This design comes from an exercise in tuning for small area on the open sky130 flow, not from production work.
Only simulation tests tie the RTL to the original design; equivalence was not proved.

==> flow/design.v (excerpt) <==
module terrain_gen #(
    parameter logic [7:0] MIN_H         = 8'd80,
    parameter logic [7:0] MAX_H         = 8'd115,
    parameter logic [2:0] GROUND_COLOUR = 3'b010
) (
    input  logic       CLOCK_50,
    input  logic       resetn,
    input  logic       start,
    input  logic [7:0] seed,
    input  logic       query_valid,
    input  logic [7:0] query_x,
    output logic [7:0] height,
    output logic       height_valid,
    output logic       ready,
    output logic       busy,
    output logic [7:0] vga_x,
    output logic [6:0] vga_y,
    output logic [2:0] vga_colour,
    output logic       vga_plot
);
Size in the first run: ~32 flip-flops.
Settings: LEC_CHECK=0, CAP_MARGIN=20, CORE_MARGIN=2, CORE_UTILIZATION=40, CTS_BUF_LIST=sky130_fd_sc_hd__clkbuf_4, CTS_CLUSTER_SIZE=10, GPL_TIMING_DRIVEN=0, SLEW_MARGIN=20; clock period 10.0 ns.
standard.sh (not shown) runs the stock make flow with config.mk's settings and CLKGATE_MAP_FILE= SYNTH_SCRIPT=/design/flow/synth_recipe.tcl, a recipe that flattens the netlist after the stock synthesis.
==> flow/flow/run.sh <==
#!/bin/bash
# Layout flow: the standard flow (standard.sh), with two changes:
#  - synthesis maps the logic with an area-oriented ABC script (flow/abc.script) instead of
#    ORFS's speed script; everything else in synthesis is the standard script (synth_recipe.tcl
#    steps: -nofsm -noshare, flatten, rename), so the registers are the standard ones;
#  - synthesis leaves adders to ABC (no full/half-adder cell extraction) and inserts no
#    buffers on pass-through wires (port buffering below gives every port its own buffer);
#  - port buffers use the smallest buffer (buf_1); every port still gets its buffer.
set -euo pipefail
HERE=$(pwd)
export MY_WORK=$HERE/flow_work
export MY_ABC_SCRIPT=$HERE/flow/abc.script
mkdir -p "$MY_WORK"
sed "s#SYNTH_SCRIPT=[^ ]*#SYNTH_SCRIPT=$HERE/flow/synth.tcl#" standard.sh > my_standard.sh
grep -q "SYNTH_SCRIPT=$HERE/flow/synth.tcl" my_standard.sh
export BUFFER_PORTS_ARGS="-buffer_cell sky130_fd_sc_hd__buf_1"
bash my_standard.sh ADDER_MAP_FILE= SYNTH_INSBUF=0 synth > synth.log 2>&1
bash my_standard.sh finish > layout.log 2>&1
==> flow/flow/abc.script <==
strash
dch -f
amap
==> flow/flow/synth.tcl <==
proc synth {args} { yosys synth -nofsm -noshare {*}$args }
set f [open $::env(SCRIPTS_DIR)/synth_preamble.tcl]; set pre [read $f]; close $f
set pre [string map [list {set abc_script $::env(SCRIPTS_DIR)/abc_speed.script} "set abc_script $::env(MY_ABC_SCRIPT)" {set abc_script $::env(SCRIPTS_DIR)/abc_area.script} "set abc_script $::env(MY_ABC_SCRIPT)"] $pre]
set f [open $::env(MY_WORK)/preamble_mod.tcl w]; puts $f $pre; close $f
set f [open $::env(SCRIPTS_DIR)/synth.tcl]; set txt [read $f]; close $f
set txt [string map [list {source $::env(SCRIPTS_DIR)/synth_preamble.tcl} "source $::env(MY_WORK)/preamble_mod.tcl"] $txt]
set f [open $::env(MY_WORK)/synth_mod.tcl w]; puts $f $txt; close $f
source $::env(MY_WORK)/synth_mod.tcl
# left out here: clear keep_hierarchy, flatten, clean up, hide names made inside functions, write 1_2_yosys.v
The starting point produced a clean layout.
Edit:
--- a/flow/flow/run.sh
+++ b/flow/flow/run.sh
@@ -4,6 +4,4 @@
 #    ORFS's speed script; everything else in synthesis is the standard script (synth_recipe.tcl
 #    steps: -nofsm -noshare, flatten, rename), so the registers are the standard ones;
-#  - synthesis leaves adders to ABC (no full/half-adder cell extraction) and inserts no
-#    buffers on pass-through wires (port buffering below gives every port its own buffer);
 #  - port buffers use the smallest buffer (buf_1); every port still gets its buffer.
 set -euo pipefail
@@ -15,4 +13,4 @@
 grep -q "SYNTH_SCRIPT=$HERE/flow/synth.tcl" my_standard.sh
 export BUFFER_PORTS_ARGS="-buffer_cell sky130_fd_sc_hd__buf_1"
-bash my_standard.sh ADDER_MAP_FILE= SYNTH_INSBUF=0 synth > synth.log 2>&1
+bash my_standard.sh synth > synth.log 2>&1
 bash my_standard.sh finish > layout.log 2>&1
Sequential share of layout area falls by 2.4 points.
Synthesized area rises by 14%.
Worst hold slack gets better by 0.019 ns.
Cell area rises by 12%.
Clock-buffer cell count rises by 2.
Via count stays flat.
Clock skew falls by 0.0060 ns.
Core utilization falls by 0.49 points.

re-timing with driven ports:
In the flow no input, the clock included, has a driving cell. The finished layouts below were timed again as built, in two steps. Step 1, drivers: a clkbuf_16 drives CLOCK_50 and a buf_2 each remaining input, both assumed. Step 2 adds t to the input delays and takes it off the output delays; t is the mean of the earliest and latest rising clock arrival at the registers after step 1. Input paths then give back, and output paths get back, about the clock's delay inside the block. Slacks: no drivers / after step 1 / after step 2; pairs: no drivers / after step 1.
| run | t (ns) | slack for setup (ns) | clock arrival spread, ns | worst slew at a driven data input, ns | cell pins on the clock port's net |
|---|---|---|---|---|---|
| the first run | 0.361 | 1.216 / 1.216 / 1.216 | 0.015 / 0.015 | 0.04 | 1 |
| the second run | 0.362 | 0.957 / 0.957 / 0.718 | 0.009 / 0.008 | 0.03 | 1 |
After both steps setup and hold are still met in every run listed. The setup slack of the second run, which loses most, moves by 0.000 ns with the drivers and by -0.239 ns with both steps.
